What follows belongs to an exercise in optimizing a design on an open flow for small area, a short achievable clock period and few clock cycles; a production flow would make more cautious choices. The RTL was checked by simulation tests, not by an equivalence proof against the original design. No activity file was given, so power comes from the tool's default toggle rates.

<file path="flow/config.mk">
export PLATFORM = sky130hd
export DESIGN_NAME = timed_task_dispatcher_unit
export DESIGN_NICKNAME = timed_task_dispatcher_unit
export VERILOG_FILES = /design/flow/design.v
export SDC_FILE = /design/flow/constraint.sdc
export NUM_CORES = 4
export LEC_CHECK = 0
export CAP_MARGIN = 20
export CORE_MARGIN = 2
export CORE_UTILIZATION = 55
export SETUP_SLACK_MARGIN = 2.0
export SLEW_MARGIN = 30
</file>
<file path="flow/constraint.sdc">
create_clock -name core_clock -period 10.0 [get_ports {i_clk}]
set_input_delay 2.0000 -clock core_clock [delete_from_list [all_inputs] [get_ports {i_clk}]]
set_output_delay 2.0000 -clock core_clock [all_outputs]
set_load 0.01 [all_outputs]
</file>
<file path="flow/design.v">
package tdu_pkg;
    localparam int TASK_SLOTS_DEF = 16;
    localparam int TIME_W         = 32;
    localparam int DIVISOR_W      = 16;
    localparam int PADDR_W        = 3;
    localparam logic [7:0]  HPL_RESET = 8'd128;
    localparam logic [15:0] TP_RESET  = 16'd10;
    localparam logic REG_HPL = 1'b0;
    localparam logic REG_TP  = 1'b1;
    localparam logic REQ_ADD  = 1'b0;
    localparam logic REQ_TICK = 1'b1;
    typedef struct packed {
        logic              req_type;
        logic [7:0]        task_tag;
        logic [TIME_W-1:0] due_time;
        logic [7:0]        task_priority;
        logic              is_recurring;
        logic [TIME_W-1:0] repeat_interval;
        logic [TIME_W-1:0] current_time;
    } t_req;
    typedef struct packed {
        logic              accepted;
        logic              dispatch_valid;
        logic [7:0]        dispatched_tag;
        logic              last_of_run;
        logic [TIME_W-1:0] next_due;
        logic              queue_empty;
    } t_rsp;
endpackage
module tdu_cmp #(
    parameter int W = 32,
    parameter int S = 8
) (
    input  logic [W-1:0] i_a,
    input  logic [W-1:0] i_b,
    output logic         o_gt,
    output logic         o_eq
);
    localparam int NSG = (W + S - 1) / S;
    logic [NSG*S-1:0] a, b;
    logic [NSG-1:0]   sg, se;
    assign a = (NSG * S)'(i_a);
    assign b = (NSG * S)'(i_b);
    for (genvar k = 0; k < NSG; k++) begin : g_seg
        assign sg[k] = a[k*S +: S] > b[k*S +: S];
        assign se[k] = a[k*S +: S] == b[k*S +: S];
    end
    always_comb begin
        o_gt = 1'b0;
        o_eq = 1'b1;
        for (int k = NSG - 1; k >= 0; k--) begin
            o_gt = o_gt | (o_eq & sg[k]);
            o_eq = o_eq & se[k];
        end
    end
endmodule
module tdu_add #(
    parameter int W = 32
) (
    input  logic [W-1:0] i_a,
    input  logic [W-1:0] i_b,
    input  logic         i_ci,
    output logic [W-1:0] o_s,
    output logic         o_co
);
    localparam int WL = W / 2;
    localparam int WH = W - WL;
    logic [WL:0] lo;
    logic [WH:0] h0, h1;
    assign lo  = {1'b0, i_a[WL-1:0]} + {1'b0, i_b[WL-1:0]} + {{WL{1'b0}}, i_ci};
    assign h0  = {1'b0, i_a[W-1:WL]} + {1'b0, i_b[W-1:WL]};
    assign h1  = {1'b0, i_a[W-1:WL]} + {1'b0, i_b[W-1:WL]} + {{WH{1'b0}}, 1'b1};
    assign o_s  = {lo[WL] ? h1[WH-1:0] : h0[WH-1:0], lo[WL-1:0]};
    assign o_co = lo[WL] ? h1[WH] : h0[WH];
endmodule
module tdu_div #(
    parameter int RD = 2
) (
    input  logic [15:0]     i_rem,      
    input  logic [2*RD-1:0] i_bits,     
    input  logic [15:0]     i_dsr,      
    input  logic [17:0]     i_dsr3,     
    output logic [15:0]     o_rem,
    output logic [2*RD-1:0] o_qbits
);
    logic [15:0] r [RD+1];
    assign r[0] = i_rem;
    for (genvar k = 0; k < RD; k++) begin : g_dig
        logic [17:0] t, m1, m2, m3, s1, s2, s3;
        logic        c1, c2, c3;
        assign t  = {r[k], i_bits[2*(RD-1-k)+1], i_bits[2*(RD-1-k)]};
        assign m1 = {2'b00, i_dsr};
        assign m2 = {1'b0, i_dsr, 1'b0};
        assign m3 = i_dsr3;
        tdu_add #(.W(18)) u_s1 (.i_a(t), .i_b(~m1), .i_ci(1'b1), .o_s(s1), .o_co(c1));
        tdu_add #(.W(18)) u_s2 (.i_a(t), .i_b(~m2), .i_ci(1'b1), .o_s(s2), .o_co(c2));
        tdu_add #(.W(18)) u_s3 (.i_a(t), .i_b(~m3), .i_ci(1'b1), .o_s(s3), .o_co(c3));
        always_comb begin
            if (c3) begin
                o_qbits[2*(RD-1-k) +: 2] = 2'd3;
                r[k+1] = s3[15:0];
            end else if (c2) begin
                o_qbits[2*(RD-1-k) +: 2] = 2'd2;
                r[k+1] = s2[15:0];
            end else if (c1) begin
                o_qbits[2*(RD-1-k) +: 2] = 2'd1;
                r[k+1] = s1[15:0];
            end else begin
                o_qbits[2*(RD-1-k) +: 2] = 2'd0;
                r[k+1] = t[15:0];
            end
        end
    end
    assign o_rem = r[RD];
endmodule
module timed_task_dispatcher_unit #(
    parameter int TASK_SLOTS = tdu_pkg::TASK_SLOTS_DEF
) (
    input  logic                        i_clk,
    input  logic                        i_rst_n,
    input  logic                        i_in_valid,
    output logic                        o_in_ready,
    input  logic [113:0]                i_in_data,
    output logic                        o_out_valid,
    input  logic                        i_out_ready,
    output logic [43:0]                 o_out_data,
    input  logic                        psel,
    input  logic                        penable,
    input  logic                        pwrite,
    input  logic [tdu_pkg::PADDR_W-1:0] paddr,
    input  logic [31:0]                 pwdata,
    output logic [31:0]                 prdata,
    output logic                        pready
);
    localparam int NS = 16;           
    localparam int RD = 2;            
    localparam int G  = 2 * RD;       
    localparam int NB = 8;            
    typedef enum logic [0:0] {S_IDLE, S_RUN} t_state;
    function automatic logic [NS-1:0] lowest(input logic [NS-1:0] m);
        logic [NS-1:0] r;
        logic          f;
        r = '0;
        f = 1'b0;
        for (int i = 0; i < NS; i++) begin
            if (m[i] && !f) begin
                r[i] = 1'b1;
                f    = 1'b1;
            end
        end
        lowest = r;
    endfunction
    function automatic logic [3:0] enc(input logic [NS-1:0] oh);
        logic [3:0] r;
        r = '0;
        for (int i = 0; i < NS; i++) if (oh[i]) r = r | 4'(i);
        enc = r;
    endfunction
    function automatic logic [5:0] bitlen32(input logic [31:0] x);
        logic [5:0] r;
        r = '0;
        for (int i = 0; i < 32; i++) if (x[i]) r = 6'(i + 1);
        bitlen32 = r;
    endfunction
    function automatic logic [4:0] popc(input logic [NS-1:0] x);
        logic [4:0] r;
        r = '0;
        for (int i = 0; i < NS; i++) r = r + 5'(x[i]);
        popc = r;
    endfunction
    t_state               st_q;
    logic [7:0]           hpl_q;
    logic [15:0]          tp_q;
    logic [NS-1:0]        v_q;
    logic [NS-1:0][3:0]   lid_q;
    logic [NS-1:0][7:0]   tag_q;
    logic [NS-1:0][31:0]  due_q;
    logic [NS-1:0][7:0]   pri_q;
    logic [NS-1:0]        rep_q;
    logic [NS-1:0][31:0]  ivl_q;
    logic [NS-1:0]        lu_q;        
    logic [31:0]          t_q;         
    logic [15:0]          d_q;         
    logic [17:0]          d3_q;        
    logic [4:0]           ld_q;        
    logic [NS-1:0]        disp_q;      
    logic [NS-1:0]        todo_q;      
    logic [NS-1:0]        l1_oh_q;     
    logic [4:0]           n_q;         
    logic                 first_q;     
    logic [NS-1:0]        done_q;      
    logic [4:0]           nrk_q;
    logic [NS-1:0][NS-1:0] beat_q;     
    logic [NS-1:0]        sent_q;      
    logic [NS-1:0][31:0]  score_q;
    logic [3:0]           m_q;         
    logic                 l1_v_q;
    logic [31:0]          l1_e_q;
    logic [9:0]           l1_band_q;
    logic [3:0]           l1_lid_q;
    logic [3:0]           l1_idx_q;
    logic [1:0]           dv_v_q;
    logic [1:0][3:0]      dv_cnt_q;
    logic [1:0][15:0]     dv_rem_q;
    logic [1:0][31:0]     dv_x_q;
    logic [1:0][9:0]      dv_band_q;
    logic [1:0][3:0]      dv_lid_q;
    logic [1:0][3:0]      dv_idx_q;
    logic                 a_v_q;
    logic [31:0]          a_q_q;
    logic [9:0]           a_band_q;
    logic [3:0]           a_lid_q;
    logic [3:0]           a_idx_q;
    logic [NS-1:0]        nd_c_q;
    logic [5:0]           nd_ph_q;     
    logic [NS-1:0]        nd_win_q;    
    logic                 nd_v_q;
    logic                 out_v_q;
    logic [43:0]          out_q;
    logic                 pend_q;      
    logic                 pend_acc_q;
    logic                 out_free;
    logic [NS-1:0]        dm;          
    logic [NS-1:0]        wr;          
    logic [NS-1:0]        lid_clr;
    logic                 acc_in, add_fire, tick_fire;
    logic [NS-1:0]        p_free, l_free;
    logic [3:0]           l_free_idx;
    assign out_free   = !out_v_q || i_out_ready;
    assign add_fire   = (st_q == S_IDLE) && !pend_q && i_in_valid && !i_in_data[113];
    assign tick_fire  = (st_q == S_IDLE) && !pend_q && i_in_valid &&  i_in_data[113];
    assign acc_in     = !(&v_q);
    assign p_free     = lowest(~v_q);
    assign l_free     = lowest(~lu_q);
    assign l_free_idx = enc(l_free);
    logic [NS-1:0] gt31, eq31;
    logic [31:0]   cmp_t;           
    assign cmp_t = (st_q == S_IDLE) ? i_in_data[31:0] : t_q;
    for (genvar p = 0; p < NS; p++) begin : g_cmp
        tdu_cmp #(.W(31), .S(8)) u_cmp (.i_a(due_q[p][30:0]), .i_b(cmp_t[30:0]),
                                        .o_gt(gt31[p]), .o_eq(eq31[p]));
    end
    always_comb begin
        lid_clr = '0;
        for (int p = 0; p < NS; p++) begin
            dm[p]   = v_q[p] && (gt31[p] ^ due_q[p][31] ^ ~cmp_t[31]);
            wr[p]   = (due_q[p][31] == cmp_t[31]) ? ~due_q[p][31] : (~gt31[p] && ~eq31[p]);
            if (disp_q[p]) lid_clr[lid_q[p]] = 1'b1;
        end
    end
    logic [NS-1:0] rd_sel;
    logic [31:0]   rd_due, rd_ivl;
    logic [7:0]    rd_pri;
    logic [3:0]    rd_lid;
    logic          rd_rep;
    assign rd_sel = l1_oh_q | nd_win_q;      
    always_comb begin
        rd_due = '0; rd_ivl = '0; rd_pri = '0; rd_lid = '0; rd_rep = 1'b0;
        for (int p = 0; p < NS; p++) begin
            if (rd_sel[p]) begin
                rd_due = rd_due | due_q[p];
                rd_ivl = rd_ivl | ivl_q[p];
                rd_pri = rd_pri | pri_q[p];
                rd_lid = rd_lid | lid_q[p];
                rd_rep = rd_rep | rep_q[p];
            end
        end
    end
    logic        l1_fire;
    logic [9:0]  rd_band;
    assign rd_band = (rd_pri >= hpl_q) ? {rd_pri, 2'b00} : {1'b0, rd_pri, 1'b0};
    logic [5:0]  le, nq;
    logic [3:0]  cnt0;
    logic [15:0] rem0;
    always_comb begin
        le   = bitlen32(l1_e_q);
        nq   = le - {1'b0, ld_q} + 6'd1;
        cnt0 = (le < {1'b0, ld_q}) ? 4'd0 : 4'((nq + 6'(G - 1)) / 6'(G));
        rem0 = 16'(l1_e_q >> (6'(cnt0) * 6'(G)));
    end
    logic [1:0][15:0] dv_rem_n;
    logic [1:0][31:0] dv_xn, dv_res;
    logic [1:0]       dv_req, dv_gnt, dv_load, dv_free;
    for (genvar u = 0; u < 2; u++) begin : g_dv
        logic [G-1:0] qb;
        tdu_div #(.RD(RD)) u_div (
            .i_rem  (dv_rem_q[u]),
            .i_bits (dv_x_q[u][31 -: G]),
            .i_dsr  (d_q),
            .i_dsr3 (d3_q),
            .o_rem  (dv_rem_n[u]),
            .o_qbits(qb)
        );
        assign dv_xn[u]  = {dv_x_q[u][31-G:0], qb};
        assign dv_res[u] = (dv_cnt_q[u] == 4'd0) ? dv_x_q[u] : dv_xn[u];
        assign dv_req[u] = dv_v_q[u] && (dv_cnt_q[u] <= 4'd1);
    end
    logic l1_bypass;        
    assign dv_gnt[0] = dv_req[0];
    assign dv_gnt[1] = dv_req[1] && !dv_req[0];
    assign l1_bypass = l1_v_q && (cnt0 == 4'd0) && (dv_req == 2'b00);
    assign dv_free   = ~dv_v_q | dv_gnt;
    assign dv_load[0] = l1_v_q && (cnt0 != 4'd0) && dv_free[0];
    assign dv_load[1] = l1_v_q && (cnt0 != 4'd0) && !dv_free[0] && dv_free[1];
    logic [31:0] b_sum;
    logic        co_sc;
    tdu_add #(.W(32)) u_score (.i_a(a_q_q), .i_b({22'd0, a_band_q}), .i_ci(1'b0), .o_s(b_sum), .o_co(co_sc));
    logic [NS-1:0] gt;
    for (genvar p = 0; p < NS; p++) begin : g_rk
        logic rg, re;
        tdu_cmp #(.W(36), .S(9)) u_cmp (.i_a({score_q[p], ~lid_q[p]}), .i_b({b_sum, ~a_lid_q}),
                                        .o_gt(rg), .o_eq(re));
        assign gt[p] = done_q[p] && rg;
    end
    logic [NS-1:0] bsel;
    logic [7:0]    b_tag;
    logic          b_rep;
    logic          rank_ready, beat_last, beat_go;
    logic [31:0]   nd_val;
    logic          qe;
    logic [NS-1:0] unsent;
    assign unsent = disp_q & ~sent_q;
    always_comb begin
        b_tag = '0;
        b_rep = 1'b0;
        for (int j = 0; j < NS; j++) begin
            bsel[j] = unsent[j];
            for (int p = 0; p < NS; p++) begin
                if (p < j && unsent[p] &&  beat_q[p][j]) bsel[j] = 1'b0;
                if (p > j && unsent[p] && !beat_q[j][p]) bsel[j] = 1'b0;
            end
        end
        for (int p = 0; p < NS; p++) begin
            if (bsel[p]) begin
                b_tag = b_tag | tag_q[p];
                b_rep = b_rep | rep_q[p];
            end
        end
    end
    assign qe         = (v_q == '0);
    assign nd_val     = qe ? (t_q + {16'd0, d_q}) : rd_due;
    assign n_q        = popc(disp_q);
    assign rank_ready = (st_q == S_RUN) && ((n_q <= 5'd1) ? (todo_q == '0) : (nrk_q == n_q));
    assign beat_last  = (n_q == 5'd0) || ({1'b0, m_q} == n_q - 5'd1);
    assign beat_go    = rank_ready && out_free && (!beat_last || nd_v_q);
    logic [NS-1:0] nd_c_n;
    logic          nd_run;
    logic [NS-1:0] ndc, ndz, ndkb;
    assign nd_run = (st_q == S_RUN) && (todo_q == '0) && !nd_v_q;
    logic [NS-1:0] nd_pf;
    assign nd_pf = ((v_q & ~wr) != '0) ? (v_q & ~wr) : v_q;
    always_comb begin
        ndc = nd_c_q;
        ndz = '0;
        for (int b = 0; b < NB; b++) begin
            for (int p = 0; p < NS; p++)
                ndkb[p] = (nd_ph_q[1] & due_q[p][31 - b]) | (nd_ph_q[2] & due_q[p][23 - b]) |
                          (nd_ph_q[3] & due_q[p][15 - b]) | (nd_ph_q[4] & due_q[p][7 - b]);
            ndz = ndc & ~ndkb;
            if (ndz != '0) ndc = ndz;
        end
        nd_c_n = nd_ph_q[0] ? nd_pf : ndc;
    end
    logic        push;
    logic [43:0] push_d;
    always_comb begin
        push   = 1'b0;
        push_d = '0;
        if (pend_q && out_free) begin
            push   = 1'b1;
            push_d = {pend_acc_q, 1'b0, 8'd0, 1'b1, 32'd0, 1'b0};
        end else if (add_fire && out_free) begin
            push   = 1'b1;
            push_d = {acc_in, 1'b0, 8'd0, 1'b1, 32'd0, 1'b0};
        end else if (beat_go) begin
            push   = 1'b1;
            if (n_q == 5'd0)    push_d = {1'b0, 1'b0, 8'd0, 1'b1, nd_val, qe};
            else if (beat_last) push_d = {1'b0, 1'b1, b_tag, 1'b1, nd_val, qe};
            else                push_d = {1'b0, 1'b1, b_tag, 1'b0, 32'd0, 1'b0};
        end
    end
    logic [31:0] due_wd;
    logic [31:0] rearm_due, l1_e;
    logic        co_rearm, co_el;
    tdu_add #(.W(32)) u_rearm (.i_a(rd_due), .i_b(rd_ivl), .i_ci(1'b0), .o_s(rearm_due), .o_co(co_rearm));
    tdu_add #(.W(32)) u_el    (.i_a(t_q), .i_b(~rd_due), .i_ci(1'b1), .o_s(l1_e), .o_co(co_el));
    assign due_wd  = (st_q == S_IDLE) ? i_in_data[104:73] : rearm_due;
    assign l1_fire = (st_q == S_RUN) && (todo_q != '0) && (!l1_v_q || l1_bypass || (dv_load != 2'b00));
    always_ff @(posedge i_clk) begin
        if (!i_rst_n) begin
            st_q     <= S_IDLE;
            hpl_q    <= tdu_pkg::HPL_RESET;
            tp_q     <= tdu_pkg::TP_RESET;
            v_q      <= '0;
            lu_q     <= '0;
            out_v_q  <= 1'b0;
            pend_q   <= 1'b0;
            l1_v_q   <= 1'b0;
            dv_v_q   <= 1'b0;
            a_v_q    <= 1'b0;
            todo_q   <= '0;
        end else begin
            if (psel && penable && pwrite) begin
                if (paddr[2]) tp_q  <= pwdata[15:0];
                else          hpl_q <= pwdata[7:0];
            end
            if (push)          out_v_q <= 1'b1;
            else if (out_free) out_v_q <= 1'b0;
            if (pend_q && out_free) pend_q <= 1'b0;
            case (st_q)
                S_IDLE: begin
                    if (add_fire) begin
                        if (acc_in) begin
                            v_q  <= v_q | p_free;
                            lu_q <= lu_q | l_free;
                        end
                        if (!out_free) begin
                            pend_q     <= 1'b1;
                            pend_acc_q <= acc_in;
                        end
                    end
                    if (tick_fire) begin
                        st_q   <= S_RUN;
                        todo_q <= dm;
                    end
                end
                S_RUN: begin
                    if (first_q) begin
                        v_q  <= v_q & ~(disp_q & ~rep_q);
                        lu_q <= lu_q & ~lid_clr;
                    end
                    if (l1_fire) todo_q <= todo_q & ~l1_oh_q;
                    if (beat_go) begin
                        if (n_q != 5'd0 && b_rep) lu_q <= lu_q | l_free;
                        if (beat_last) st_q <= S_IDLE;
                    end
                end
                default: st_q <= S_IDLE;
            endcase
            if (l1_fire)                   l1_v_q <= (n_q >= 5'd2);
            else if (l1_bypass || (dv_load != 2'b00)) l1_v_q <= 1'b0;
            for (int u = 0; u < 2; u++) begin
                if (dv_load[u])     dv_v_q[u] <= 1'b1;
                else if (dv_gnt[u]) dv_v_q[u] <= 1'b0;
            end
            a_v_q <= (dv_gnt != 2'b00) || l1_bypass;
        end
    end
    always_ff @(posedge i_clk) begin
        for (int p = 0; p < NS; p++)
            if ((add_fire && acc_in && p_free[p]) || (l1_fire && rd_rep && l1_oh_q[p]))
                due_q[p] <= due_wd;
        if (add_fire && acc_in) begin
            for (int p = 0; p < NS; p++) begin
                if (p_free[p]) begin
                    tag_q[p] <= i_in_data[112:105];
                    pri_q[p] <= i_in_data[72:65];
                    rep_q[p] <= i_in_data[64];
                    ivl_q[p] <= i_in_data[63:32];
                    lid_q[p] <= l_free_idx;
                end
            end
        end
        if (st_q == S_RUN && beat_go && n_q != 5'd0 && b_rep) begin
            for (int p = 0; p < NS; p++)
                if (bsel[p]) lid_q[p] <= l_free_idx;
        end
        if (tick_fire) begin
            t_q  <= i_in_data[31:0];
            d_q  <= (tp_q == 16'd0) ? 16'd1 : tp_q;
            d3_q <= (tp_q == 16'd0) ? 18'd3 : ({2'b00, tp_q} + {1'b0, tp_q, 1'b0});
            ld_q <= (tp_q == 16'd0) ? 5'd1 : 5'(bitlen32({16'd0, tp_q}));
        end
        first_q <= tick_fire;
        if (tick_fire) begin
            disp_q    <= dm;
            l1_oh_q   <= lowest(dm);
            done_q    <= '0;
            nrk_q     <= '0;
            sent_q    <= '0;
            m_q       <= '0;
            nd_v_q    <= 1'b0;
            nd_ph_q   <= 6'b000001;
            nd_win_q  <= '0;
        end else if (l1_fire) begin
            l1_oh_q   <= lowest(todo_q & ~l1_oh_q);
        end
        if (l1_fire) begin
            l1_e_q    <= l1_e;
            l1_band_q <= rd_band;
            l1_lid_q  <= rd_lid;
            l1_idx_q  <= enc(l1_oh_q);
        end
        for (int u = 0; u < 2; u++) begin
            if (dv_load[u]) begin
                dv_cnt_q[u]  <= cnt0;
                dv_rem_q[u]  <= rem0;
                dv_x_q[u]    <= l1_e_q << (6'd32 - 6'(cnt0) * 6'(G));
                dv_band_q[u] <= l1_band_q;
                dv_lid_q[u]  <= l1_lid_q;
                dv_idx_q[u]  <= l1_idx_q;
            end else if (dv_v_q[u] && dv_cnt_q[u] != 4'd0) begin
                dv_cnt_q[u] <= dv_cnt_q[u] - 4'd1;
                dv_rem_q[u] <= dv_rem_n[u];
                dv_x_q[u]   <= dv_xn[u];
            end
        end
        if (dv_gnt[0]) begin
            a_q_q    <= dv_res[0];
            a_band_q <= dv_band_q[0];
            a_lid_q  <= dv_lid_q[0];
            a_idx_q  <= dv_idx_q[0];
        end else if (dv_gnt[1]) begin
            a_q_q    <= dv_res[1];
            a_band_q <= dv_band_q[1];
            a_lid_q  <= dv_lid_q[1];
            a_idx_q  <= dv_idx_q[1];
        end else begin
            a_q_q    <= '0;
            a_band_q <= l1_band_q;
            a_lid_q  <= l1_lid_q;
            a_idx_q  <= l1_idx_q;
        end
        if (a_v_q) begin
            for (int p = 0; p < NS; p++) begin
                if (4'(p) == a_idx_q) begin
                    score_q[p] <= b_sum;
                    done_q[p]  <= 1'b1;
                end
                for (int j = 0; j < NS; j++) begin
                    if (p < j && 4'(j) == a_idx_q && done_q[p]) beat_q[p][j] <= gt[p];
                    if (p < j && 4'(p) == a_idx_q && done_q[j]) beat_q[p][j] <= !gt[j];
                end
            end
            nrk_q <= nrk_q + 5'd1;
        end
        if (beat_go) sent_q <= sent_q | bsel;
        if (nd_run) begin
            if (!nd_ph_q[5]) nd_c_q <= nd_c_n;
            nd_ph_q   <= {nd_ph_q[4:0], 1'b0};
            if (nd_ph_q[5]) begin
                nd_win_q <= lowest(nd_c_q);
                nd_v_q   <= 1'b1;
            end
        end
        if (beat_go) m_q <= m_q + 4'd1;
        if (push)    out_q <= push_d;
    end
    assign o_in_ready  = (st_q == S_IDLE) && !pend_q;
    assign o_out_valid = out_v_q;
    assign o_out_data  = out_q;
    assign pready      = 1'b1;
    assign prdata      = paddr[2] ? {16'd0, tp_q} : {24'd0, hpl_q};
endmodule
</file>
<file path="flow/run.sh">
#!/bin/bash
# synth_recipe.tcl (not shown) runs the flow's synth.tcl, then flattens the netlist and writes it again
# the make line also repeats each setting of config.mk as NAME=value (left out here)
make -C /OpenROAD-flow-scripts/flow DESIGN_CONFIG=/design/flow/config.mk WORK_HOME=/design/flow/orfs CLKGATE_MAP_FILE= SYNTH_SCRIPT=/design/flow/synth_recipe.tcl finish
</file>
==> summary.md, run 1 <==
| Metric | Value |
|---|---|
| Status | no timing/DRC/antenna violations |
| Initial DRC Count | 19,000 |
| Final hold vios | 0 |
| Starting Density | 55.3% |
| Hold_buf cts | 0 |
| Crit path launch type | flop |
| Clock sinks | 2,534 |
| Yosys cell types | 98 |
| Leak | 0.0627 µW |
| Most frequent cells in the layout | edfxtp_1, ha_1, nand2_1, o21ai_0, a21oi_1 |
| Max-slew violations | 0 |
| GPL Wtd Cong | 1.13 |
| CTS tree | yes |
| Critical path fanouts, max | 38 |
| P_int | 18,900 µW |
| Via density per instance | 7.06 |
| Fill count | 20,800 |
| Register bit total from synthesis | 2,534 |
| Share of the core filled with cells | 62.3% |
| Worst-Margin Slew | 1.20 ns |
| Initial antenna violation count | 47 |
| Hold Crit Depth | 2 |
| Syn Std Cell Area | 148,000 µm² |
| Routed WL per cell | 36.0 µm |
| Clk buf depth | 4 |
| Hpwl dp | 450 mm |
| Critical Path AT | 8.78 ns |
| First-pass DRT Iterations | 8 |
| Clk network pwr share | 38.8% |
| First-pass GRT wire length | 866 mm |
| Core ar. | 268,000 µm² |
| Worst slew margin | 20.0% |
| Area of all sequential standard cells | 73,800 µm² |
| Placed Area | 156,000 µm² |
| # rows | 190 |
| CTS Root Cell | clkbuf_16 |
| Layout cells sized above 1 | 9.54% |
| GRT Residual Overflow | 0 |
| Most common cell after layout, fill and taps aside | edfxtp_1 |
| Gr usage total | 44.6% |
| H-tree depth | 5 |
| Comb power frac | 16.4% |
| Flop pwr share | 44.9% |
| Max-cap check violation count | 0 |
| Worst R2R Path Depth | 18 |
| Setup repair after global routing missed its margin | true |
| Vias in the first global route | 116,000 |
| Final Instance Area | 167,000 µm² |
| Multi-input gate area | 71,500 µm² |
| Sw frac | 28.7% |
| Chip height | 523 µm |
| Pwr/cell area | 159 nW/µm² |
| Cell Count Post-Placement | 16,700 |
| Final setup viols | 0 |
| Fin crit period | 7.96 ns |
| Final worst slack | 2.04 ns |
| Post-synth EDFFs | 2,307 |
| Dominant register cell in the synthesized netlist | edfxtp_1 |
| DR DRC count | 0 |
| Pin count of the biggest net entering global routing | 73 |
| Overall routed net length | 625 mm |
| Syn-to-layout area delta | 12.7% |
| Reg clk slew, reported paths | 0.07 ns |
| Setup crit end kind | flop |
| Peak supply drop | 0.187 mV |
| Sw Pwr | 7610 µW |
| Ys Warns | 5 |
| Vias | 122,000 |
| Die X | 523 µm |
| CP required | 10.81 ns |
| Syn avg cell area | 11.3 µm² |
| Final ANT Viol Nets | 0 |
| Synth Instances | 13,100 |
| I/O pin count | 235 |
| Crit path kind | reg2reg |
| Register area share after synthesis | 49.8% |
| Place WS | 1.05 ns |
| Ys async rst share | 0% |
| Post-layout nets | 15,200 |
| Worst skew pair latency | 0.99 ns |
| Clock Skew | 0.108 ns |
| Peak Freq | 0.126 GHz |
| Non-Filler Instances | 17,300 |
| Final period util | 79.6% |
| CTS buffer count | 278 |
| Die Area | 273,000 µm² |
| Worst hold path type | reg2reg |
| IO buf count | 199 |
| Setup TNS Final | 0 ns |
==> through the flow <==
stage	total power (µW)	hold WS [ns]
after detailed placement	16100	0.458
after floorplan	14400	0.417
after global routing	27100	0.483
final	26500	0.464
after CTS	26100	0.461
after global placement	16000	0.454
==> synth_stat cells, types with 34 or more instances <==
master / number / area share, %
fa_1: 42 / 0.57
a21boi_0: 110 / 0.56
and4_1: 34 / 0.20
nor2b_1: 321 / 1.4
o211ai_1: 43 / 0.22
o21bai_1: 97 / 0.49
buf_1: 79 / 0.20
edfxtp_1: 2307 / 47
dfxtp_1: 227 / 3.1
a211oi_1: 98 / 0.50
clkbuf_1: 451 / 1.1
o21ai_0: 700 / 2.4
nand4_1: 296 / 1.3
mux2i_1: 295 / 2.0
and2_1: 83 / 0.35
a21o_1: 238 / 1.2
nand2b_1: 333 / 1.4
a31oi_1: 58 / 0.24
mux2_2: 75 / 0.57
and3_1: 60 / 0.25
nor2_1: 614 / 1.6
xor2_1: 134 / 0.79
o21a_1: 133 / 0.67
nor3_1: 188 / 0.64
ha_1: 1497 / 13
nand2_1: 835 / 2.1
a22o_1: 403 / 2.4
xnor2_1: 312 / 1.8
o22ai_1: 124 / 0.52
inv_1: 605 / 1.5
a221oi_1: 295 / 1.7
a21oi_1: 691 / 2.3
a22oi_1: 442 / 2.2
nor4_1: 57 / 0.24
o2111ai_1: 41 / 0.24
nand3_1: 354 / 1.2
==> final cells by class <==
type	count	area share, %
tap	3552	2.66
multi-input combinational	9412	42.8
timing repair buffer	693	3.56
sequential	2534	44.2
inverter	609	1.39
antenna	29	0.0435
clock buffer	358	4.48
clock inverter	143	0.829
==> registers in the layout, indices dropped and copies added, names as in the netlist, 18 cells and up <==
signal / flops
due_q: 512
t_q: 32
dv_x_q: 64
lid_q: 64
l1_e_q: 32
beat_q: 120
score_q: 512
d3_q: 18
pri_q: 128
a_q_q: 32
tag_q: 128
dv_band_q: 18
ivl_q: 512
dv_rem_q: 32
out_q: 44
==> cells by family (layout without fill, tap and decap cells) <==
| logic type | count (synthesis) | after routing | share of synthesized area, % |
|---|---|---|---|
| other | 2 | 46 | 0.00507 |
| DFF | 2534 | 2534 | 49.8 |
| buffers and inverters | 1183 | 1803 | 3.11 |
| and+or+nand+nor | 3302 | 3303 | 11.2 |
| muxes | 374 | 374 | 2.62 |
| AOI/OAI and AO/OA | 3720 | 3720 | 17.3 |
| xor gates and xnor gates | 446 | 446 | 2.64 |
| adders and majority gates | 1552 | 1552 | 13.3 |
==> path summary, 6_finish.rpt <==
check / startpoint / end / slack [ns]
worst max-delay path: st_q / l1_oh_q[15] / 2.04
worst min-delay path: hpl_q[2] / hpl_q[2] / 0.46
worst min register to register: hpl_q[2] / hpl_q[2] / 0.46
worst max register to register: st_q / l1_oh_q[15] / 2.04
==> layer usage <==
layer / global-route usage (%) / wire length [µm] / vias up / part of all wire [%]
met5: 0.139 / 504 / - / 0.081
met4: 32.6 / 59100 / 40 / 9.5
met3: 14.7 / 81700 / 2426 / 13
met2: 64.9 / 260000 / 9093 / 42
met1: 55.5 / 223000 / 59600 / 36
li1: - / - / 51300 / -
==> power by group through the flow <==
| stage | combinational (µW) | sequential (µW) | clock [µW] |
|---|---|---|---|
| after floorplan | 2410 | 12000 | 0 |
| after global placement | 3870 | 12100 | 0 |
| after detailed placement | 3960 | 12100 | 0 |
| after CTS | 4010 | 11900 | 10300 |
| after global routing | 4530 | 11900 | 10700 |
| final | 4330 | 11900 | 10300 |
==> critical path, cell delays in order (launching register included) <==
cell and delay, ns:
dfxtp_4 0.79, buf_4 0.61, mux2i_4 0.80, ha_1 0.25
and4_1 0.34, nand4_1 0.16, nor3_1 0.86, nor3_1 0.35
a31oi_1 0.62, xnor2_1 0.14, and2_1 0.39, nor3_1 0.35
nand2b_1 0.17, or3_1 0.38, or4_1 0.45, or3_1 0.37
or3_1 0.36, nor2_1 0.15, a32o_1 0.18
==> timing repair <==
action | in CTS | in global routing
cloned | 0 | 4
setup buffers | 32 | 47
pin swaps | 4 | 34
resized for setup | 43 | 135
setup endpoints to repair | 90 | 645
Testbench counts, summed over its fixed seeds: cycles 26,332.
==> run 2: changes to the inputs <==
--- a/flow/config.mk
+++ b/flow/config.mk
@@ -10,2 +10,4 @@
 export CORE_UTILIZATION = 55
+export CTS_CLUSTER_DIAMETER = 150
+export CTS_CLUSTER_SIZE = 22
 export SETUP_SLACK_MARGIN = 2.0
==> summary.md, run 2 <==
| Metric | Value |
|---|---|
| IO buf count | 199 |
| R2r startpoint | st_q |
| Clk buf depth | 3 |
| Setup crit end kind | flop |
| Final setup viols | 0 |
| Worst R2R Path Depth | 18 |
| Worst setup path end | l1_oh_q[15] |
| Crit path kind | reg2reg |
| Peak Freq | 0.125 GHz |
| Worst hold path type | reg2reg |
| Worst setup startpoint | st_q |
| # rows | 190 |
| Hold_buf cts | 0 |
| Reg-to-reg endpoint | l1_oh_q[15] |
| Via density per instance | 7.11 |
| Placed Area | 156,000 µm² |
| Biggest regs | due_q: 512 flops, ivl_q: 512 flops, score_q: 512 flops |
| Ys async rst share | 0% |
| Top cells by area, synth | edfxtp_1, ha_1, dfxtp_1 |
| Largest area contributor in the netlist | edfxtp_1 |
| Synth Instances | 13,100 |
| Max-cap check violation count | 0 |
| Synth top cells by count | edfxtp_1, ha_1, nand2_1 |
| Register bit total from synthesis | 2,534 |
| Hpwl dp | 450 mm |
| Max-slew violations | 0 |
| Total Power | 22,400 µW |
| Clock sinks | 2,534 |
| CTS buffer count | 134 |
| Worst skew pair latency | 0.92 ns |
| Post-synth EDFFs | 2,307 |
| Reg clk slew, reported paths | 0.10 ns |
| Vias in the first global route | 114,000 |
| Hold Crit Depth | 0 |
| Yosys cell types | 98 |
| CTS tree | yes |
| Critical path fanouts, max | 41 |
| I/O pin count | 235 |
| Initial antenna violation count | 51 |
| Status | no timing/DRC/antenna violations |
| GRT Residual Overflow | 0 |
| Most numerous cell in the Yosys netlist | edfxtp_1 |
| First-pass DRT Iterations | 13 |
| Crit path launch type | flop |
| CP required | 10.72 ns |
| H-tree depth | 4 |
| DR DRC count | 0 |
| Pwr/cell area | 138 nW/µm² |
| Ys Warns | 5 |
| Flop pwr share | 52.9% |
| Sw Pwr | 6740 µW |
| Chip height | 523 µm |
| Overall routed net length | 618 mm |
| Critical Path AT | 8.74 ns |
| Final ANT Viol Nets | 0 |
| P_int | 15,700 µW |
| Worst slew margin | 16.8% |
| Fin crit period | 8.03 ns |
| Register area share after synthesis | 49.8% |
| Dominant register cell in the synthesized netlist | edfxtp_1 |
| Peak supply drop | 0.206 mV |
| Setup TNS Final | 0 ns |
| Layout cells sized above 1 | 7.92% |
| Area of all sequential standard cells | 73,800 µm² |
| Pin count of the biggest net entering global routing | 73 |
| CTS Root Cell | clkbuf_16 |
| Routed WL per cell | 36.3 µm |
| Vias | 121,000 |
| Sw frac | 30.0% |
| Multi-input gate area | 71,400 µm² |
| Syn avg cell area | 11.3 µm² |
| Fill count | 21,400 |
| Initial DRC Count | 19,300 |
| First-pass GRT wire length | 856 mm |
| Core ar. | 268,000 µm² |
| Leak | 0.0603 µW |
| Synth top area share | 46.8% |
| Most common cell after layout, fill and taps aside | edfxtp_1 |
| Worst-Margin Slew | 1.25 ns |
| Clock Skew | 0.134 ns |
| Die X | 523 µm |
| Clk network pwr share | 27.9% |
| Gr usage total | 44.2% |
| Starting Density | 55.3% |
| Final hold vios | 0 |
| Final period util | 80.3% |
| Comb power frac | 19.2% |
| Setup repair after global routing missed its margin | true |
| Post-layout nets | 15,100 |
| GPL Wtd Cong | 1.13 |
| Syn-to-layout area delta | 9.45% |
| Reg2Reg Setup Slack | 1.97 ns |
| Most frequent cells in the layout | edfxtp_1, ha_1, nand2_1, a21oi_1, o21ai_0 |
| Die Area | 273,000 µm² |
| Syn Std Cell Area | 148,000 µm² |
| Final Instance Area | 162,000 µm² |
[run 2: cell counts after synthesis]
No cell type changed its count.
[run 2: repair_timing]
item,CTS,global route
gates cloned,0,3
setup buffers,27,54
gates resized for setup,42,135
pin swaps,4,39
setup endpoints to repair,88,650
[run 2: power groups by stage]
stage | logic [µW] | registers, µW | clock network [µW]
global placement | 3870 | 12100 | 0
floorplan | 2410 | 12000 | 0
finish | 4300 | 11900 | 6270
detailed placement | 3960 | 12100 | 0
global route | 4500 | 11900 | 6580
CTS | 4010 | 11900 | 6250
[run 2: worst min-delay path by stage]
stage,start,end,slack (ns)
final,l1_band_q[1],dv_band_q[1],0.46
after global routing,l1_band_q[1],dv_band_q[1],0.48
after CTS,l1_band_q[1],dv_band_q[1],0.46
after detailed placement,hpl_q[4],hpl_q[4],0.46
after global placement,hpl_q[2],hpl_q[2],0.45
after floorplan,nd_win_q[11],nd_win_q[11],0.42
[run 2: logic make-up (layout without fill, tap and decap cells)]
group                    Yosys count  after routing  synth area share [%]
adder cells (fa/ha/maj)         1552           1552                  13.3
multiplexers                     374            374                  2.62
flip-flops                      2534           2534                  49.8
buffers and inverters           1183           1506                  3.11
XOR/XNOR                         446            446                  2.64
other                              2             57               0.00507
AND/OR/NAND/NOR                 3302           3303                  11.2
AO/OA/AOI/OAI                   3720           3720                  17.3
[run 2: per-layer routing]
metal  track usage, %  part of all wire (%)
met1             55.4                    36
met2             64.5                    42
met3             14.1                    13
met4             31.9                   9.2
met5                0                 0.030
[run 2: final cells by class]
cell class | instances | area share, %
flip-flops and latches | 2534 | 45.5
multi-input cells | 9412 | 44.1
repair buffers | 693 | 3.66
well taps | 3552 | 2.74
clock buffers | 184 | 2.20
inverters | 609 | 1.43
clock inverters | 20 | 0.287
diodes | 40 | 0.0617
[run 2: per-stage QoR]
step                      std cells  hold WS [ns]  setup slack (ns)  util (%)
after floorplan               13100         0.417              2.02         -
after global placement        16700         0.454              1.08      58.3
after detailed placement      16700         0.458              1.05      58.4
after CTS                     16900         0.455              1.99      60.0
after global routing          17000         0.483              1.91      60.5
final                         17000         0.459              1.97      60.5
[run 2: worst max-delay path, cell delays in order, from the launching register on]
cell and delay (ns):
dfxtp_4 0.96, buf_4 0.61, mux2i_4 0.78, ha_1 0.24, and4_1 0.35, nand4_1 0.16, nor3_1 0.87, nor3_1 0.36
a31oi_2 0.49, xnor2_1 0.12, and2_1 0.39, nor3_1 0.37, nand2b_1 0.17, or3_1 0.38, or4_1 0.46, or3_1 0.38
or3_1 0.36, nor2_1 0.15, a32o_1 0.18
==> run 3: changes to the inputs <==
--- a/flow/config.mk
+++ b/flow/config.mk
@@ -10,4 +10,4 @@
 export CORE_UTILIZATION = 55
-export CTS_CLUSTER_DIAMETER = 150
-export CTS_CLUSTER_SIZE = 22
+export CTS_CLUSTER_DIAMETER = 125
+export CTS_CLUSTER_SIZE = 19
 export SETUP_SLACK_MARGIN = 2.0
==> summary.md, run 3 <==
| Metric | Value |
|---|---|
| Synth Instances | 13,100 |
| Reg clk slew, reported paths | 0.10 ns |
| IO buf count | 199 |
| CTS buffer count | 153 |
| Final ANT Viol Nets | 0 |
| Die Area | 273,000 µm² |
| GRT Residual Overflow | 0 |
| Overall routed net length | 620 mm |
| First-pass DRT Iterations | 14 |
| Final hold slack | 0.466 ns |
| Largest family of logic cells by synthesized area | compound AO/OA/AOI/OAI gates |
| Final hold vios | 0 |
| Fin crit period | 7.87 ns |
| Die X | 523 µm |
| Mux contribution to synthesized area | 2.62% |
| Critical path fanouts, max | 7 |
| Initial DRC Count | 19,000 |
| I/O pin count | 235 |
| Post-Synth Adder-Cell Area | 13.3% |
| Pwr/cell area | 141 nW/µm² |
| Largest area contributor in the netlist | edfxtp_1 |
| Ys Warns | 5 |
| Synth top area share | 46.8% |
| Vias | 121,000 |
| Max-slew violations | 0 |
| Peak Freq | 0.127 GHz |
| Post-synth EDFFs | 2,307 |
| Non-Filler Instances | 17,100 |
| Cell Count Post-Placement | 16,700 |
| Clock Skew | 0.123 ns |
| H-tree depth | 4 |
| XOR/XNOR Fraction of Synth Area | 2.64% |
| Most common cell after layout, fill and taps aside | edfxtp_1 |
| Initial antenna violation count | 46 |
| Hpwl dp | 450 mm |
| Chip height | 523 µm |
| Share of the core filled with cells | 60.7% |
| Final setup viols | 0 |
| Worst skew pair latency | 0.95 ns |
| Final worst slack | 2.13 ns |
| Multi-input gate area | 71,400 µm² |
| Critical Path AT | 8.63 ns |
| Dominant register cell in the synthesized netlist | edfxtp_1 |
| Setup TNS Final | 0 ns |
| Post-Synth Simple-Gate Area | 11.2% |
| CP required | 10.76 ns |
| First-pass GRT wire length | 857 mm |
| Setup repair after global routing missed its margin | true |
| Most numerous cell in the Yosys netlist | edfxtp_1 |
| Syn Std Cell Area | 148,000 µm² |
| Via density per instance | 7.11 |
| CTS Root Cell | clkbuf_16 |
| Area of all sequential standard cells | 73,800 µm² |
| Peak supply drop | 0.243 mV |
| Complex-gate fraction of the synthesized area | 17.3% |
| Crit path kind | in2reg |
| DR DRC count | 0 |
| Biggest regs | due_q: 512 flops, ivl_q: 512 flops, score_q: 512 flops |
| CTS tree | yes |
| Setup crit end kind | flop |
| Max-cap check violation count | 0 |
| Vias in the first global route | 114,000 |
| Syn avg cell area | 11.3 µm² |
| Status | no timing/DRC/antenna violations |
| Crit path launch type | input pin |
| Layout cells sized above 1 | 8.05% |
| Synth top cells by count | edfxtp_1, ha_1, nand2_1 |
| GPL Wtd Cong | 1.13 |
| Clock sinks | 2,534 |
| Starting Density | 55.3% |
| Fill count | 21,300 |
| Final period util | 78.7% |
| Post-layout nets | 15,100 |
| Worst-Margin Slew | 1.29 ns |
| Syn-to-layout area delta | 9.74% |
| Yosys cell types | 98 |
| Register area share after synthesis | 49.8% |
| Gr usage total | 44.2% |
| Ys async rst share | 0% |
| Register bit total from synthesis | 2,534 |
| Leak | 0.0605 µW |
| Place WS | 1.05 ns |
| # rows | 190 |
| Core ar. | 268,000 µm² |
| Routed WL per cell | 36.3 µm |
| Worst slew margin | 13.3% |
| Clk buf depth | 3 |
| Worst hold path type | reg2reg |
| Top cells by area, synth | edfxtp_1, ha_1, dfxtp_1 |
| Pin count of the biggest net entering global routing | 73 |
| Most frequent cells in the layout | edfxtp_1, ha_1, nand2_1, a21oi_1, o21ai_0 |
==> run 3: critical path: stages <==
cell and delay [ns]:
clkdlybuf4s50_1 0.57, mux2i_4 0.59, buf_4 0.32, ha_1 0.37, o21ai_0 0.13, nand2b_1 0.07, a21oi_1 0.46, nor2b_1 0.10
o21ai_0 0.21, nand2b_1 0.09, a211oi_1 0.24, a21oi_1 0.09, a31oi_2 0.44, xnor2_1 0.12, and2_1 0.36, nor3_1 0.34
nand2b_1 0.16, or3_1 0.38, or4_1 0.46, or3_1 0.38, or3_1 0.36, nor2_1 0.15, a32o_1 0.19
==> run 3: area by class of cell <==
type                       count  area share, %
multi-input combinational   9412           43.9
tap                         3552           2.73
sequential                  2534           45.4
clock buffer                 209           2.48
timing repair buffer         695           3.65
clock inverter                22          0.320
antenna                       25         0.0385
inverter                     609           1.43
==> run 3: cells by family after synthesis <==
kind of cell / Yosys count
AO/OA/AOI/OAI: 3720
XOR/XNOR: 446
adder cells (fa/ha/maj): 1552
buffers and inverters: 1183
flip-flops: 2534
multiplexers: 374
other: 2
AND/OR/NAND/NOR: 3302
==> run 3: metal layers <==
metal	vias to the layer above	part of all wire, %	track usage (%)
li1	50800	-	-
met1	59200	36	55.7
met2	8947	42	65.0
met3	2190	12	13.5
met4	38	9.0	31.3
met5	-	0.043	0
==> run 3: path summary, 6_finish.rpt <==
path	start	endpoint	slack, ns	cells after the start
max	i_in_data[11]	l1_oh_q[15]	2.13	23
min	hpl_q[3]	hpl_q[3]	0.47	2
max reg2reg	st_q	nd_c_q[4]	2.14	19
min reg2reg	hpl_q[3]	hpl_q[3]	0.47	2
==> run 3: per-stage QoR <==
stage	area, µm²	power, µW
floorplan	148000	14400
finish	163000	22900
global route	162000	23400
global placement	156000	16000
detailed placement	156000	16100
CTS	161000	22600
==> run 3: timing repair <==
item	in CTS	in global routing
setup buffers	24	59
endpoints found under the setup margin	86	571
hold buffers	0	0
pin swaps	3	35
gates cloned	0	2
resized for setup	40	128
==> run 3: power breakdown <==
group | switching, µW | internal, µW | total [µW]
Sequential | 200 | 11700 | 11900
Clock | 3790 | 2930 | 6710
Combinational | 2850 | 1450 | 4300
Total | 6840 | 16000 | 22900
==> run 4: changes to the inputs <==
--- a/flow/config.mk
+++ b/flow/config.mk
@@ -12,3 +12,3 @@
 export CTS_CLUSTER_SIZE = 19
-export SETUP_SLACK_MARGIN = 2.0
+export SETUP_SLACK_MARGIN = 2.3
 export SLEW_MARGIN = 30
==> summary.md, run 4 <==
| Metric | Value |
|---|---|
| CTS Root Cell | clkbuf_16 |
| Worst setup startpoint | nd_ph_q[3] |
| Most frequent cells in the layout | edfxtp_1, ha_1, nand2_1, o21ai_0, a21oi_1 |
| Final ANT Viol Nets | 0 |
| Die X | 523 µm |
| # rows | 190 |
| Sw Pwr | 6810 µW |
| Yosys cell types | 98 |
| Initial DRC Count | 18,700 |
| Core ar. | 268,000 µm² |
| Ys Warns | 5 |
| DR DRC count | 0 |
| Most numerous cell in the Yosys netlist | edfxtp_1 |
| Crit path launch type | flop |
| CP required | 10.63 ns |
| Syn avg cell area | 11.3 µm² |
| Post-layout nets | 15,200 |
| Worst skew pair latency | 0.95 ns |
| Worst-Margin Slew | 1.16 ns |
| Fill count | 21,300 |
| Final Instance Area | 163,000 µm² |
| Die Area | 273,000 µm² |
| Crit path kind | reg2reg |
| Register bit total from synthesis | 2,534 |
| Non-Filler Instances | 17,100 |
| Status | no timing/DRC/antenna violations |
| Final period util | 77.6% |
| Synth Instances | 13,100 |
| Synth top cells by count | edfxtp_1, ha_1, nand2_1 |
| Syn-to-layout area delta | 10.3% |
| Register area share after synthesis | 49.8% |
| Final hold vios | 0 |
| Worst slew margin | 21.8% |
| Clock sinks | 2,534 |
| Largest area contributor in the netlist | edfxtp_1 |
| Setup crit end kind | flop |
| Most common cell after layout, fill and taps aside | edfxtp_1 |
| Overall routed net length | 627 mm |
| Clk network pwr share | 29.2% |
| Fin crit period | 7.76 ns |
| Peak supply drop | 0.162 mV |
| First-pass DRT Iterations | 12 |
| Layout cells sized above 1 | 8.90% |
| Dominant register cell in the synthesized netlist | edfxtp_1 |
| Final setup viols | 0 |
| Pin count of the biggest net entering global routing | 76 |
| Max-slew violations | 0 |
| CTS tree | yes |
| P_int | 16,200 µW |
| I/O pin count | 235 |
| Clk buf depth | 4 |
| Clock Skew | 0.116 ns |
| CP max stage delay | 0.68 ns |
| Vias in the first global route | 114,000 |
| Crit path top cell by count | buf_4 |
| GRT Residual Overflow | 0 |
| Vias | 121,000 |
| GPL Wtd Cong | 1.11 |
| Peak Freq | 0.129 GHz |
| Sw frac | 29.6% |
| Top cells by area, synth | edfxtp_1, ha_1, dfxtp_1 |
| Flop pwr share | 51.6% |
| Biggest regs | due_q: 512 flops, ivl_q: 512 flops, score_q: 512 flops |
| Hpwl dp | 456 mm |
| Worst hold path type | reg2reg |
| Pwr/cell area | 141 nW/µm² |
| IO buf count | 199 |
| H-tree depth | 4 |
| Max-cap check violation count | 0 |
| Cell Count Post-Placement | 16,700 |
| Post-synth EDFFs | 2,307 |
| Reg2Reg Setup Slack | 2.24 ns |
| Setup repair after global routing missed its margin | true |
| Min-delay src | done_q[7] |
| CTS buffer count | 161 |
| Leak | 0.0609 µW |
| Comb power frac | 19.2% |
| Initial antenna violation count | 45 |
| Critical Path AT | 8.39 ns |
| Worst path top cell family by delay | compound AO/OA/AOI/OAI gates |
| Via density per instance | 7.09 |
| R2r startpoint | nd_ph_q[3] |
| Routed WL per cell | 36.6 µm |
| Chip height | 523 µm |
| First-pass GRT wire length | 861 mm |
| Synth top area share | 46.8% |
| Critical path fanouts, max | 16 |
| Ys async rst share | 0% |
| Slowest cell on the critical path | a222oi_1 |
| Reg clk slew, reported paths | 0.09 ns |
| Buf+Inv Stages, Crit Path | 9 |
| Setup TNS Final | 0 ns |
| Syn Std Cell Area | 148,000 µm² |
| Starting Density | 55.3% |
| Gr usage total | 44.5% |
| Placed Area | 156,000 µm² |
-- run 4: kinds of logic (layout without fill, tap and decap cells) --
| kind of cell | Yosys count | in the layout | share of synthesized area [%] |
|---|---|---|---|
| buf+inv | 1183 | 1591 | 3.11 |
| other cells | 2 | 50 | 0.00507 |
| fa+ha+maj | 1552 | 1552 | 13.3 |
| simple gates | 3302 | 3304 | 11.2 |
| flops | 2534 | 2534 | 49.8 |
| mux | 374 | 374 | 2.62 |
| compound gates | 3720 | 3721 | 17.3 |
| xor+xnor | 446 | 446 | 2.64 |
-- run 4: timing repair --
action	4_1_cts	5_1_grt
hold buffers	0	0
buffers inserted	66	86
setup endpoints to repair	413	640
gates cloned	2	11
gates resized for setup	98	202
pin swaps	24	52
-- run 4: worst reg2reg max path, delay by kind of cell (launching register included) --
kind            cells  cell delay, ns
flops               1            0.44
compound gates     11            3.25
buf+inv             9            1.55
simple gates       10            2.27
-- run 4: per-stage QoR --
stage | power (µW) | setup WS (ns) | hold slack (ns) | utilization [%]
2_1_floorplan | 14400 | 2.22 | 0.417 | -
6_report | 23000 | 2.24 | 0.466 | 61.0
5_1_grt | 23500 | 2.20 | 0.474 | 61.0
4_1_cts | 22600 | 2.30 | 0.461 | 60.3
3_3_place_gp | 16000 | 1.11 | 0.436 | 58.2
3_5_place_dp | 16000 | 1.14 | 0.442 | 58.3
-- run 4: final cells by class --
type	instances	area (µm²)	area share [%]
diodes	33	82.6	0.0505
clock buffers	223	4290	2.63
clock inverters	12	145	0.0888
inverters	609	2330	1.42
multi-input cells	9414	71800	44.0
flip-flops and latches	2534	73800	45.2
well taps	3552	4440	2.72
repair buffers	746	6410	3.92
repair inverters	1	5.00	0.00306
-- run 4: worst paths after layout --
check,to,cells after the start
setup / recovery,nd_c_q[8],30
hold / removal,done_q[7],1
setup reg to reg,nd_c_q[8],30
hold reg to reg,done_q[7],1
-- run 4: routing by layer --
layer  global-route usage (%)  share of wire (%)  vias up
li1                         -                  -    51000
met1                     56.0                 36    59300
met2                     65.8                 43     8925
met3                     13.1                 12     2115
met4                     31.4                8.8       32
met5                        0              0.037        -
-- run 4: power by group through the flow --
stage	registers, µW	clock network [µW]	logic [µW]
2_1_floorplan	12000	0	2410
3_3_place_gp	12100	0	3850
3_5_place_dp	12100	0	3930
4_1_cts	11900	6680	4020
5_1_grt	11900	7010	4620
6_report	11900	6710	4430
==> run 5: changes to the inputs <==
--- a/flow/config.mk
+++ b/flow/config.mk
@@ -12,3 +12,3 @@
 export CTS_CLUSTER_SIZE = 19
-export SETUP_SLACK_MARGIN = 2.3
+export SETUP_SLACK_MARGIN = 2.5
 export SLEW_MARGIN = 30
==> summary.md, run 5 <==
| Metric | Value |
|---|---|
| Hpwl dp | 468 mm |
| Peak supply drop | 0.177 mV |
| Register bit total from synthesis | 2,534 |
| Most numerous cell in the Yosys netlist | edfxtp_1 |
| Final hold vios | 0 |
| Pwr/cell area | 141 nW/µm² |
| Yosys cell types | 98 |
| Worst slew margin | 14.2% |
| Synth top area share | 46.8% |
| Initial DRC Count | 20,100 |
| Die Area | 273,000 µm² |
| Post-layout nets | 15,300 |
| Biggest regs | due_q: 512 flops, ivl_q: 512 flops, score_q: 512 flops |
| Clock Skew | 0.113 ns |
| Placed Area | 157,000 µm² |
| Sw frac | 30.1% |
| Syn Std Cell Area | 148,000 µm² |
| Leak | 0.0616 µW |
| Top cells by area, synth | edfxtp_1, ha_1, dfxtp_1 |
| GRT Residual Overflow | 0 |
| Register area share after synthesis | 49.8% |
| Comb power frac | 20.3% |
| GPL Wtd Cong | 1.11 |
| First-pass GRT wire length | 882 mm |
| Syn avg cell area | 11.3 µm² |
| Final ANT Viol Nets | 0 |
| Via density per instance | 7.16 |
| Multi-input gate area | 72,300 µm² |
| Core ar. | 268,000 µm² |
| Clk buf depth | 4 |
| Final Instance Area | 165,000 µm² |
| CP max stage delay | 0.81 ns |
| CTS buffer count | 157 |
| Post-synth EDFFs | 2,307 |
| Largest area contributor in the netlist | edfxtp_1 |
| Cell Count Post-Placement | 16,700 |
| Max-cap check violation count | 0 |
| Setup TNS Final | 0 ns |
| Sw Pwr | 7000 µW |
| Vias | 124,000 |
| # rows | 190 |
| CTS tree | yes |
| Peak Freq | 0.127 GHz |
| Hold_buf cts | 0 |
| Fill count | 20,800 |
| Vias in the first global route | 116,000 |
| Synth top cells by count | edfxtp_1, ha_1, nand2_1 |
| Dominant register cell in the synthesized netlist | edfxtp_1 |
| Worst R2R Path Depth | 27 |
| Setup crit end kind | flop |
| Starting Density | 55.3% |
| Worst hold path type | reg2reg |
| Critical path fanouts, max | 24 |
| Ys async rst share | 0% |
| Worst-Margin Slew | 1.28 ns |
| Max-slew violations | 0 |
| Area of all sequential standard cells | 73,800 µm² |
| Critical Path AT | 8.56 ns |
| IO buf count | 199 |
| Final setup viols | 0 |
| Reg2Reg Setup Slack | 2.15 ns |
| I/O pin count | 235 |
| Worst skew pair latency | 0.96 ns |
| CP required | 10.72 ns |
| Flop pwr share | 50.9% |
| Layout cells sized above 1 | 10.1% |
| Fin crit period | 7.85 ns |
| H-tree depth | 4 |
| Die X | 523 µm |
| Chip height | 523 µm |
| Ys Warns | 5 |
| Status | no timing/DRC/antenna violations |
| Gr usage total | 45.8% |
| Pin count of the biggest net entering global routing | 81 |
| Most common cell after layout, fill and taps aside | edfxtp_1 |
| Crit path top cell by count | buf_4 |
| Overall routed net length | 645 mm |
| Crit path launch type | flop |
| Worst setup startpoint | nd_ph_q[1] |
| R2r startpoint | nd_ph_q[1] |
| Reg-to-reg endpoint | nd_c_q[0] |
| P_int | 16,300 µW |
| Total Power | 23,300 µW |
| CTS Root Cell | clkbuf_16 |
| Syn-to-layout area delta | 11.5% |
| DR DRC count | 0 |
| Crit path kind | reg2reg |
| Slowest cell on the critical path | a22oi_1 |
| Clock sinks | 2,534 |
| Initial antenna violation count | 60 |
| Routed WL per cell | 37.4 µm |
| Clk network pwr share | 28.7% |
| Worst setup path end | nd_c_q[0] |
| Setup repair after global routing missed its margin | true |
| Synth Instances | 13,100 |
| Most frequent cells in the layout | edfxtp_1, ha_1, nand2_1, o21ai_0, a21oi_1 |
| Non-Filler Instances | 17,200 |
| Reg clk slew, reported paths | 0.09 ns |
| First-pass DRT Iterations | 10 |
| Final period util | 78.5% |
==> run 5: cell counts after synthesis <==
Identical to the previous run, type by type.
==> run 5: final cells by class <==
cell class,instances,area share [%]
sequential,2534,44.7
multi-input combinational,9414,43.8
timing repair buffer,868,4.63
tap,3552,2.69
clock buffer,213,2.55
inverter,609,1.42
clock inverter,16,0.126
antenna,42,0.0637
timing repair inverter,1,0.00303
==> run 5: timing repair <==
action                                  4_1_cts  5_1_grt
setup buffers                               129      104
gates resized for setup                     181      222
endpoints found under the setup margin      231      788
gates cloned                                 10        8
pin swaps                                    53       99
==> run 5: worst max-delay path: cells and delay by family (launching register included) <==
| family | cells | cell delay (ns) |
|---|---|---|
| simple gates | 8 | 2.00 |
| buf+inv | 9 | 1.82 |
| flops | 1 | 0.48 |
| compound gates | 10 | 3.31 |
==> run 5: kinds of logic (layout without fill, tap and decap cells) <==
| kind of cell | after synthesis | count (layout) | synth area share, % |
|---|---|---|---|
| XOR/XNOR | 446 | 446 | 2.64 |
| other | 2 | 59 | 0.00507 |
| flip-flops | 2534 | 2534 | 49.8 |
| multiplexers | 374 | 374 | 2.62 |
| adder cells (fa/ha/maj) | 1552 | 1552 | 13.3 |
| AND/OR/NAND/NOR | 3302 | 3304 | 11.2 |
| AO/OA/AOI/OAI | 3720 | 3721 | 17.3 |
| buffers and inverters | 1183 | 1707 | 3.11 |
==> run 5: how the worst min path moves through the flow <==
stage / start / end / cells after the start
finish: hpl_q[4] / hpl_q[4] / 2
global placement: hpl_q[6] / hpl_q[6] / 2
floorplan: nd_win_q[11] / nd_win_q[11] / 2
detailed placement: hpl_q[4] / hpl_q[4] / 2
global route: hpl_q[4] / hpl_q[4] / 2
CTS: hpl_q[4] / hpl_q[4] / 2
==> run 5: per-layer routing <==
metal / vias to the layer above / share of wire (%) / track usage, %
li1: 51300 / - / -
met1: 60400 / 36 / 57.6
met2: 9497 / 42 / 67.4
met3: 2367 / 13 / 13.0
met4: 22 / 9.4 / 34.0
met5: - / 0.024 / 0
==> run 5: per-stage QoR <==
| stage | utilization [%] | hold slack (ns) | setup WS, ns |
|---|---|---|---|
| CTS | 60.8 | 0.474 | 2.42 |
| global placement | 58.3 | 0.455 | 1.06 |
| floorplan | - | 0.417 | 2.44 |
| detailed placement | 58.4 | 0.463 | 1.18 |
| finish | 61.6 | 0.474 | 2.15 |
| global route | 61.6 | 0.496 | 1.96 |
==> run 5: power groups by stage <==
stage | logic [µW] | clock network [µW] | registers (µW)
floorplan | 2410 | 0 | 12000
global placement | 3970 | 0 | 12100
detailed placement | 4060 | 0 | 12100
CTS | 4350 | 6660 | 11800
global route | 4910 | 6990 | 11900
finish | 4740 | 6700 | 11900
==> run 6: changes to the inputs <==
--- a/flow/config.mk
+++ b/flow/config.mk
@@ -12,3 +12,3 @@
 export CTS_CLUSTER_SIZE = 19
-export SETUP_SLACK_MARGIN = 2.5
+export SETUP_SLACK_MARGIN = 2.7
 export SLEW_MARGIN = 30
==> summary.md, run 6 <==
| Metric | Value |
|---|---|
| Chip height | 523 µm |
| Yosys cell types | 98 |
| Total Power | 23,500 µW |
| Most numerous cell in the Yosys netlist | edfxtp_1 |
| Vias in the first global route | 116,000 |
| Comb power frac | 20.5% |
| Critical Path AT | 8.34 ns |
| Hpwl dp | 452 mm |
| Worst setup startpoint | nd_ph_q[1] |
| Largest area contributor in the netlist | edfxtp_1 |
| Overall routed net length | 631 mm |
| Register area share after synthesis | 49.8% |
| Ys Warns | 5 |
| First-pass GRT wire length | 864 mm |
| Dominant register cell in the synthesized netlist | edfxtp_1 |
| Most frequent cells in the layout | edfxtp_1, ha_1, nand2_1, a21oi_1, o21ai_0 |
| Syn avg cell area | 11.3 µm² |
| Fill count | 20,900 |
| Clock Skew | 0.101 ns |
| Top cells by area, synth | edfxtp_1, ha_1, dfxtp_1 |
| CTS buffer count | 161 |
| Pin count of the biggest net entering global routing | 80 |
| Fin crit period | 7.63 ns |
| Worst skew pair latency | 0.97 ns |
| Max-slew violations | 0 |
| Peak Freq | 0.131 GHz |
| Synth top cells by count | edfxtp_1, ha_1, nand2_1 |
| Final ANT Viol Nets | 0 |
| Clk network pwr share | 29.0% |
| GPL Wtd Cong | 1.14 |
| Worst R2R Path Depth | 29 |
| Biggest regs | due_q: 512 flops, ivl_q: 512 flops, score_q: 512 flops |
| CP max stage delay | 0.55 ns |
| Final period util | 76.3% |
| Pwr/cell area | 141 nW/µm² |
| Clk buf depth | 4 |
| Initial antenna violation count | 48 |
| Synth Instances | 13,100 |
| DR DRC count | 0 |
| GRT Residual Overflow | 0 |
| Place WS | 1.14 ns |
| Status | no timing/DRC/antenna violations |
| CTS tree | yes |
| Post-synth EDFFs | 2,307 |
| Die X | 523 µm |
| CTS Root Cell | clkbuf_16 |
| Reg2Reg Setup Slack | 2.37 ns |
| Gr usage total | 44.6% |
| Worst hold path type | reg2reg |
| Ys async rst share | 0% |
| Post-layout nets | 15,300 |
| Layout cells sized above 1 | 11.2% |
| Clock sinks | 2,534 |
| Share of the core filled with cells | 62.1% |
| Leak | 0.0621 µW |
| Via density per instance | 7.13 |
| Worst setup path end | nd_c_q[11] |
| Reg-to-reg endpoint | nd_c_q[11] |
| Crit path top cell by count | buf_6 |
| Reg clk slew, reported paths | 0.09 ns |
| Core ar. | 268,000 µm² |
| Synth top area share | 46.8% |
| Mux contribution to synthesized area | 2.62% |
| Post-Synth Adder-Cell Area | 13.3% |
| R2r startpoint | nd_ph_q[1] |
| Max-cap check violation count | 0 |
| First-pass DRT Iterations | 10 |
| Final setup viols | 0 |
| CP required | 10.71 ns |
| IO buf count | 199 |
| Crit path kind | reg2reg |
| Starting Density | 55.3% |
| Die Area | 273,000 µm² |
| XOR/XNOR Fraction of Synth Area | 2.64% |
| Min-delay src | done_q[15] |
| Syn-to-layout area delta | 12.3% |
| Slowest cell on the critical path | or4_4 |
| Largest family of logic cells by synthesized area | compound AO/OA/AOI/OAI gates |
| Routed WL per cell | 36.5 µm |
| Crit path launch type | flop |
| I/O pin count | 235 |
| Register bit total from synthesis | 2,534 |
| Setup TNS Final | 0 ns |
| Sw frac | 29.8% |
| Setup crit end kind | flop |
| Sw Pwr | 6990 µW |
| H-tree depth | 4 |
| Final worst slack | 2.37 ns |
| Worst slew margin | 15.1% |
| Vias | 123,000 |
| Initial DRC Count | 18,900 |
| Most common cell after layout, fill and taps aside | edfxtp_1 |
| Peak supply drop | 0.154 mV |
| P_int | 16,500 µW |
| Critical path fanouts, max | 39 |
| Post-Synth Simple-Gate Area | 11.2% |
| Setup repair after global routing missed its margin | true |
| Flop pwr share | 50.5% |
| Complex-gate fraction of the synthesized area | 17.3% |
| Syn Std Cell Area | 148,000 µm² |
| Worst-Margin Slew | 1.27 ns |
| # rows | 190 |
| Final hold slack | 0.467 ns |
| Final hold vios | 0 |
## run 6: cell counts after synthesis
No cell type changed its count.
## run 6: cells by family after synthesis
group	after synthesis
AOI/OAI and AO/OA	3720
and+or+nand+nor	3302
DFF	2534
adders and majority gates	1552
buffers and inverters	1183
xor gates and xnor gates	446
muxes	374
other	2
## run 6: layout make-up
class                           instances  area, µm²  share of cell area, %
Antenna cell                           39       97.6                 0.0587
Clock buffer                          235       4390                   2.64
Clock inverter                         11        154                 0.0925
Inverter                              609       2330                   1.40
Multi-Input combinational cell       9418      73100                   43.9
Sequential cell                      2534      73800                   44.4
Tap cell                             3552       4440                   2.67
Timing Repair Buffer                  895       8060                   4.84
Timing Repair inverter                  1       5.00                0.00301
## run 6: what timing repair did
item,4_1_cts,5_1_grt
hold buffers,0,0
endpoints found under the setup margin,704,924
gates resized for setup,287,352
gates cloned,11,14
setup buffers,134,147
pin swaps,67,162
## run 6: power groups by stage
| stage | Sequential (µW) | Combinational [µW] | Clock [µW] |
|---|---|---|---|
| after global placement | 12100 | 3880 | 0 |
| final | 11900 | 4810 | 6810 |
| after CTS | 11800 | 4340 | 6770 |
| after global routing | 11900 | 4990 | 7130 |
| after floorplan | 12000 | 2410 | 0 |
| after detailed placement | 12100 | 3950 | 0 |
## run 6: worst min path at each step
| stage | endpoint | slack (ns) | depth (start not counted) |
|---|---|---|---|
| floorplan | nd_win_q[11] | 0.42 | 2 |
| global placement | done_q[15] | 0.43 | 1 |
| detailed placement | done_q[15] | 0.44 | 1 |
| CTS | done_q[15] | 0.46 | 1 |
| global route | done_q[15] | 0.48 | 1 |
| finish | done_q[15] | 0.47 | 1 |
## run 6: routing by layer
| metal | routed length [µm] | global-route usage, % | vias to the layer above | part of all wire (%) |
|---|---|---|---|---|
| met5 | 264 | 0.0347 | - | 0.042 |
| met2 | 264000 | 65.0 | 9175 | 42 |
| li1 | - | - | 51400 | - |
| met4 | 60300 | 33.0 | 36 | 9.6 |
| met1 | 226000 | 55.5 | 60300 | 36 |
| met3 | 79700 | 14.0 | 2373 | 13 |
## run 6: through the flow
stage	instances	cell area, µm²
2_1_floorplan	13100	148000
3_3_place_gp	16700	156000
3_5_place_dp	16700	156000
4_1_cts	17100	163000
5_1_grt	17300	166000
6_report	17300	166000
## run 6: worst max-delay path: cells and delay by family (launching register included)
kind	cells	cell delay [ns]
flip-flops	1	0.42
buffers and inverters	8	1.52
AO/OA/AOI/OAI	13	3.42
AND/OR/NAND/NOR	8	2.06

[separate check: timing with driven ports]
How much do the figures lean on ideal ports? The routed layouts below were timed once more, with nothing changed but the port constraints. Step 1 assumes that a clkbuf_16 drives the clock port and a buf_2 every other input. Step 2, shift: input delay + t, output delay - t, t = (earliest + latest rising clock arrival at the registers) / 2. This alone moves slack from input paths to output paths. Three values: no drivers, after step 1, after step 2; two values: the first two.
run | t (ns) | setup WS [ns] | slew at the worst register clock pin (ns) | worst slew at a driven data input, ns
run 1 | 1.044 | 2.036 / 2.036 / 1.091 | 0.07 / 0.07 | 0.52
run 2 | 0.970 | 1.972 / 1.972 / 1.179 | 0.12 / 0.12 | 0.30
run 3 | 1.002 | 2.132 / 2.138 / 1.216 | 0.10 / 0.10 | 0.42
run 4 | 1.001 | 2.243 / 2.243 / 1.484 | 0.11 / 0.11 | 0.31
run 5 | 1.009 | 2.153 / 2.153 / 1.342 | 0.11 / 0.11 | 0.35
run 6 | 1.018 | 2.372 / 2.372 / 1.559 | 0.12 / 0.12 | 0.21
After both steps setup and hold are still met in every run listed. For run 1, which loses most, drivers alone change the setup slack by 0.000 ns; drivers and shift together by -0.945 ns.
